This is an optimization exercise on Yosys and OpenROAD, whose aim is small area, a short achievable clock period and few clock cycles per item, not a production implementation.
Only simulation tests tie the RTL to the original design; equivalence was not proved.
Power and IR drop assume default switching activity.

== job 4816 ==
==> flow/design.v <==
package deq_pkg;
  localparam int unsigned DEPTH  = 32;
  localparam int unsigned AW     = $clog2(DEPTH);
  localparam int unsigned CW     = $clog2(DEPTH + 1);
  localparam int unsigned CMD_W  = 3;
  localparam int unsigned DATA_W = 32;
  localparam int unsigned ST_W   = 2;
  typedef enum logic [CMD_W-1:0] {
    CMD_PUSH_FRONT = 3'd0,
    CMD_PUSH_REAR  = 3'd1,
    CMD_POP_FRONT  = 3'd2,
    CMD_POP_REAR   = 3'd3,
    CMD_QUERY      = 3'd4,
    CMD_DUMP       = 3'd5
  } cmd_t;
  typedef enum logic [ST_W-1:0] {
    ST_OK    = 2'd0,
    ST_UNDER = 2'd1,
    ST_OVER  = 2'd2
  } status_t;
  function automatic logic [AW-1:0] ring_pos(input logic [AW-1:0] base,
                                             input logic [CW-1:0] off);
    logic [CW:0] sum;
    logic [CW:0] lim;
    lim = DEPTH;
    sum = {{(CW+1-AW){1'b0}}, base} + {1'b0, off};
    if (sum >= lim) begin
      sum = sum - lim;
    end
    ring_pos = sum[AW-1:0];
  endfunction
endpackage
module deq_ram #(
  parameter int unsigned WIDTH = 32,
  parameter int unsigned DEPTH = 32
) (
  input  logic                     clk,
  input  logic                     we,
  input  logic [$clog2(DEPTH)-1:0] waddr,
  input  logic [WIDTH-1:0]         wdata,
  input  logic                     re,
  input  logic [$clog2(DEPTH)-1:0] raddr,
  output logic [WIDTH-1:0]         rdata
);
  logic [WIDTH-1:0] mem [DEPTH];
  always_ff @(posedge clk) begin
    if (we) begin
      mem[waddr] <= wdata;
    end
    if (re) begin
      rdata <= mem[raddr];
    end
  end
endmodule
module double_ended_queue_top (
  input  logic                              clk,
  input  logic                              rst_n,
  input  logic                              in_valid,
  output logic                              in_ready,
  input  logic [deq_pkg::CMD_W-1:0]         in_command,
  input  logic signed [deq_pkg::DATA_W-1:0] in_value,
  output logic                              out_valid,
  input  logic                              out_ready,
  output logic signed [deq_pkg::DATA_W-1:0] out_data,
  output logic [deq_pkg::ST_W-1:0]          out_status,
  output logic                              out_empty_res,
  output logic                              out_last
);
  localparam int unsigned DEPTH = deq_pkg::DEPTH;
  localparam int unsigned AW    = deq_pkg::AW;
  localparam int unsigned CW    = deq_pkg::CW;
  localparam int unsigned DW    = deq_pkg::DATA_W;
  logic [DW-1:0] mem [DEPTH];
  logic [AW-1:0] front;        
  logic [AW-1:0] rear;         
  logic [CW-1:0] cnt;
  logic [AW-1:0] front_m1;     
  logic [AW-1:0] rear_p1;      
  logic          rdy;
  logic          y_v;
  logic [AW-1:0] rp;
  logic [DEPTH-1:0] rsel;      
  logic [1:0]    y_s;
  logic          y_e;
  logic          y_l;
  logic          dnl;          
  logic          out_v;
  logic [DW-1:0] out_d;
  logic [1:0]    out_s;
  logic          out_e;
  logic          out_l;
  logic          sk_v;
  logic [DW-1:0] sk_d;
  logic [1:0]    sk_s;
  logic          sk_e;
  logic          sk_l;
  logic          x;
  logic          full;
  logic          empty;
  logic          cnt_one;
  logic          cnt_ge2;
  logic          c_pushf, c_pushr, c_popf, c_popr, c_dump, c_push, c_pop;
  logic [DEPTH-1:0] wf_ok;
  logic [DEPTH-1:0] wr_ok;
  logic [DEPTH-1:0] we_w;
  logic          out_free;
  logic          y_mv;
  logic [AW-1:0] rp_inc;
  logic          nxt_last;
  logic [DW-1:0] res_d;
  logic          sk_v_n;
  logic          dnl_n;
  logic [1:0]    x_s;
  logic [DEPTH-1:0] front_oh;
  logic [DEPTH-1:0] rear_oh;
  logic          x_e;
  assign full    = cnt[CW-1];
  assign empty   = (cnt == '0);
  assign cnt_one = (cnt == CW'(1));
  assign cnt_ge2 = |cnt[CW-1:1];
  assign c_pushf = (in_command == 3'd0);
  assign c_pushr = (in_command == 3'd1);
  assign c_popf  = (in_command == 3'd2);
  assign c_popr  = (in_command == 3'd3);
  assign c_dump  = (in_command == 3'd5);
  assign c_push  = c_pushf || c_pushr;
  assign c_pop   = c_popf || c_popr;
  assign x  = in_valid && rdy;
  assign out_free = !out_v || out_ready;
  assign y_mv     = !sk_v;
  assign rp_inc   = rp + 1'b1;
  assign nxt_last = (rp_inc == rear);
  assign in_ready = rdy;
  always_comb begin
    x_s = deq_pkg::ST_OK;
    x_e = empty;
    if (c_push) begin
      x_e = 1'b0;
      if (full) x_s = deq_pkg::ST_OVER;
    end
    if (c_pop) begin
      if (empty) x_s = deq_pkg::ST_UNDER;
      else       x_e = cnt_one;
    end
    if (c_dump && !empty) x_e = 1'b0;
  end
  always_comb begin
    res_d = sk_d & {DW{sk_v}};
    for (int i = 0; i < DEPTH; i++) begin
      res_d = res_d | (mem[i] & {DW{rsel[i] && !sk_v}});
    end
  end
  always_comb begin
    for (int i = 0; i < DEPTH; i++) begin
      front_oh[i] = (front == AW'(i));
      rear_oh[i]  = (rear == AW'(i));
    end
  end
  always_comb begin
    for (int i = 0; i < DEPTH; i++) begin
      wf_ok[i] = rdy && !full && (front_m1 == AW'(i));
      wr_ok[i] = rdy && !full && (rear_p1 == AW'(i));
      we_w[i]  = in_command[0] ? wr_ok[i] : wf_ok[i];
    end
  end
  always_ff @(posedge clk) begin
    for (int i = 0; i < DEPTH; i++) begin
      if (we_w[i]) mem[i] <= in_value;
    end
  end
  always_comb begin
    sk_v_n = !out_free && (sk_v || y_v);
    dnl_n = dnl;
    if (y_mv) begin
      if (dnl)    dnl_n = !nxt_last;
      else if (x) dnl_n = c_dump && cnt_ge2;
      else        dnl_n = 1'b0;
    end
  end
  always_ff @(posedge clk) begin
    if (!rst_n) begin
      front    <= '0;
      rear     <= '1;
      front_m1 <= '1;
      rear_p1  <= '0;
      cnt   <= '0;
      rdy   <= 1'b1;
      y_v   <= 1'b0;
      dnl   <= 1'b0;
      out_v <= 1'b0;
      sk_v  <= 1'b0;
    end else begin
      if (x) begin
        if (c_pushf && !full) begin
          front    <= front_m1;
          front_m1 <= front_m1 - 1'b1;
        end
        if (c_popf && !empty) begin
          front    <= front + 1'b1;
          front_m1 <= front;
        end
        if (c_pushr && !full) begin
          rear    <= rear_p1;
          rear_p1 <= rear_p1 + 1'b1;
        end
        if (c_popr && !empty) begin
          rear    <= rear - 1'b1;
          rear_p1 <= rear;
        end
        if (c_push && !full)   cnt   <= cnt + 1'b1;
        if (c_pop && !empty)   cnt   <= cnt - 1'b1;
      end
      rdy  <= !sk_v_n && !dnl_n;
      dnl  <= dnl_n;
      sk_v <= sk_v_n;
      if (y_mv) y_v <= dnl || x;
      if (out_free) out_v <= sk_v || y_v;
    end
  end
  always_ff @(posedge clk) begin
    if (y_mv) begin
      if (dnl) begin
        rp   <= rp_inc;
        rsel <= {rsel[DEPTH-2:0], rsel[DEPTH-1]};
        y_s  <= deq_pkg::ST_OK;
        y_e  <= 1'b0;
        y_l  <= nxt_last;
      end else begin
        rp   <= c_popr ? rear : front;
        rsel <= (x && (c_pop || c_dump) && !empty) ? (c_popr ? rear_oh : front_oh) : '0;
        y_s  <= x_s;
        y_e  <= x_e;
        y_l  <= !(c_dump && cnt_ge2);
      end
    end
    if (out_free) begin
      out_d <= res_d;
      out_s <= sk_v ? sk_s : y_s;
      out_e <= sk_v ? sk_e : y_e;
      out_l <= sk_v ? sk_l : y_l;
    end
    if (!sk_v) begin
      sk_d <= res_d;
      sk_s <= y_s;
      sk_e <= y_e;
      sk_l <= y_l;
    end
  end
  assign out_valid     = out_v;
  assign out_data      = out_d;
  assign out_status    = out_s;
  assign out_empty_res = out_e;
  assign out_last      = out_l;
endmodule
==> flow/config.mk <==
export PLATFORM = sky130hd
export DESIGN_NAME = double_ended_queue_top
export DESIGN_NICKNAME = double_ended_queue_top
export VERILOG_FILES = /design/flow/design.v
export SDC_FILE = /design/flow/constraint.sdc
export NUM_CORES = 4
export LEC_CHECK = 0
export CAP_MARGIN = 20
export CORE_MARGIN = 2
export CORE_UTILIZATION = 70
export CTS_CLUSTER_DIAMETER = 80
export CTS_CLUSTER_SIZE = 25
export SETUP_SLACK_MARGIN = 2.75
export SLEW_MARGIN = 20
==> flow/constraint.sdc <==
create_clock -name core_clock -period 5.0 [get_ports {clk}]
set_input_delay 1.0000 -clock core_clock [delete_from_list [all_inputs] [get_ports {clk}]]
set_output_delay 1.0000 -clock core_clock [all_outputs]
set_load 0.01 [all_outputs]
run.sh (not shown) runs the stock make flow with config.mk's settings and CLKGATE_MAP_FILE= SYNTH_SCRIPT=/design/flow/synth_recipe.tcl, a recipe that flattens the netlist after the stock synthesis.
Job 4816 ended with every stage complete and zero timing, DRC or antenna violations.
Testbench counts of job 4816, summed over its fixed seeds: cycles 5,691, items 4,800.
For job 2864, these inputs were changed with respect to job 4816:
--- a/flow/config.mk
+++ b/flow/config.mk
@@ -7,8 +7,8 @@
 export LEC_CHECK = 0
-export CAP_MARGIN = 20
+export CAP_MARGIN = 0
 export CORE_MARGIN = 2
 export CORE_UTILIZATION = 70
-export CTS_CLUSTER_DIAMETER = 80
-export CTS_CLUSTER_SIZE = 25
-export SETUP_SLACK_MARGIN = 2.75
-export SLEW_MARGIN = 20
+export CTS_CLUSTER_DIAMETER = 100
+export CTS_CLUSTER_SIZE = 30
+export SETUP_SLACK_MARGIN = 2.8
+export SLEW_MARGIN = 0
==> comparison <==
Job 2864 completed; timing, DRC and antenna clean
Iteration-0 DRC count of the detailed router (job 2864 over job 4816): increase, 8.6%
Between job 4816 and job 2864, clock distribution area overhead in the final layout decreased.
Post-placement cell count: job 4816 vs job 2864, no meaningful difference
Job 4816 → job 2864: logic gate share of total power increased 0.5 points; overall power of the completed layout decreased 1.6%.
Relative to job 2864, the following input files were edited for job 4915:
--- a/flow/config.mk
+++ b/flow/config.mk
@@ -12,3 +12,3 @@
 export CTS_CLUSTER_SIZE = 30
-export SETUP_SLACK_MARGIN = 2.8
+export SETUP_SLACK_MARGIN = 2.7
 export SLEW_MARGIN = 0
Diff job 2864 -> job 4915 | power per standard cell area | up slightly. Compared with job 2864, job 4915 improves number of vias in the routed layout. Job 2864 → job 4915: number of synthesized flops with an enable pin neither gained nor lost much, footprint of the multi-input gates has decreased, fmax lower, wire length of the first global-routing pass shrank by 0.70%. Job 4915 — clock period minus final worst setup slack 0.044 ns higher, job 2864 as reference. Going from job 2864 to job 4915, cell area after layout now smaller; final weighted congestion in routability-driven placement +1.1%; overall routing resource usage saw a decrease; number of multi-input combinational cells held.
Relative to job 4915, the following input files were edited for job 9688:
--- a/flow/config.mk
+++ b/flow/config.mk
@@ -12,3 +12,3 @@
 export CTS_CLUSTER_SIZE = 30
-export SETUP_SLACK_MARGIN = 2.7
+export SETUP_SLACK_MARGIN = 2.75
 export SLEW_MARGIN = 0
Notes after the runs:
For total wire length after detailed routing, job 9688 and job 4915 come out practically identical.
From job 4915 to job 9688 the numbers moved as follows: met2 track demand over resource in global routing shrank by 0.34 points; clock skew saw a decrease; post-cts gate resize count up 83; proportion of power drawn by combinational gates comparable.
#### Input delta (job 1889 over job 9688)
--- a/flow/config.mk
+++ b/flow/config.mk
@@ -7,5 +7,5 @@
 export LEC_CHECK = 0
-export CAP_MARGIN = 0
+export CAP_MARGIN = 20
 export CORE_MARGIN = 2
-export CORE_UTILIZATION = 70
+export CORE_UTILIZATION = 72
 export CTS_CLUSTER_DIAMETER = 100
@@ -13,2 +13,2 @@
 export SETUP_SLACK_MARGIN = 2.75
-export SLEW_MARGIN = 0
+export SLEW_MARGIN = 20
==> comparison <==
On leakage power figure, the lower figure sits with job 9688, not job 1889.
Against job 9688, total die area in job 1889 came out better.
Between job 1889 and job 9688, worst setup slack before clock tree synthesis is lower for job 9688, job 1889 comes in above that.
Job 9688 → job 1889: count of nets after finishing held, total chip power now sits lower.
In terms of critical path depth, job 1889 and job 9688 differ only marginally.
Run comparison: job 1889 highest metal layer with signal wires met4; job 9688 highest metal layer with signal wires met5
Met3 demand-to-capacity share in global routing delta for job 1889 relative to job 9688: 0.55 points lower
Against job 9688, switching power of the nets in job 1889 came out better.
Of job 1889 and job 9688, the lower global-route usage belongs to job 9688.
Final weighted congestion in routability-driven placement: job 1889 > job 9688

re-timing with driven ports:
In the flow no input, the clock included, has a driving cell. The finished layouts below were timed again as built, in two steps.
Step 1: set_driving_cell puts a clkbuf_16 on clk and a buf_2 on each other input, an assumption about the parent block.
Step 2 adds t to the input delays and takes it off the output delays; t is the mean of the earliest and latest rising clock arrival at the registers after step 1. Input paths then give back, and output paths get back, about the clock's delay inside the block.
Slacks: no drivers / after step 1 / after step 2; pairs: no drivers / after step 1.
run	t (ns)	setup slack, ns	pins driven straight from the clock port
job 4816	0.724	2.642 / 2.642 / 2.026	1
job 2864	0.694	2.720 / 2.720 / 2.103	1
job 4915	0.698	2.676 / 2.653 / 2.022	1
job 9688	0.711	2.724 / 2.719 / 2.061	1
job 1889	0.699	2.659 / 2.608 / 2.006	1
After both steps setup and hold are still met in every run listed. For job 9688, which loses most, drivers alone change the setup slack by -0.005 ns; drivers and shift together by -0.663 ns.
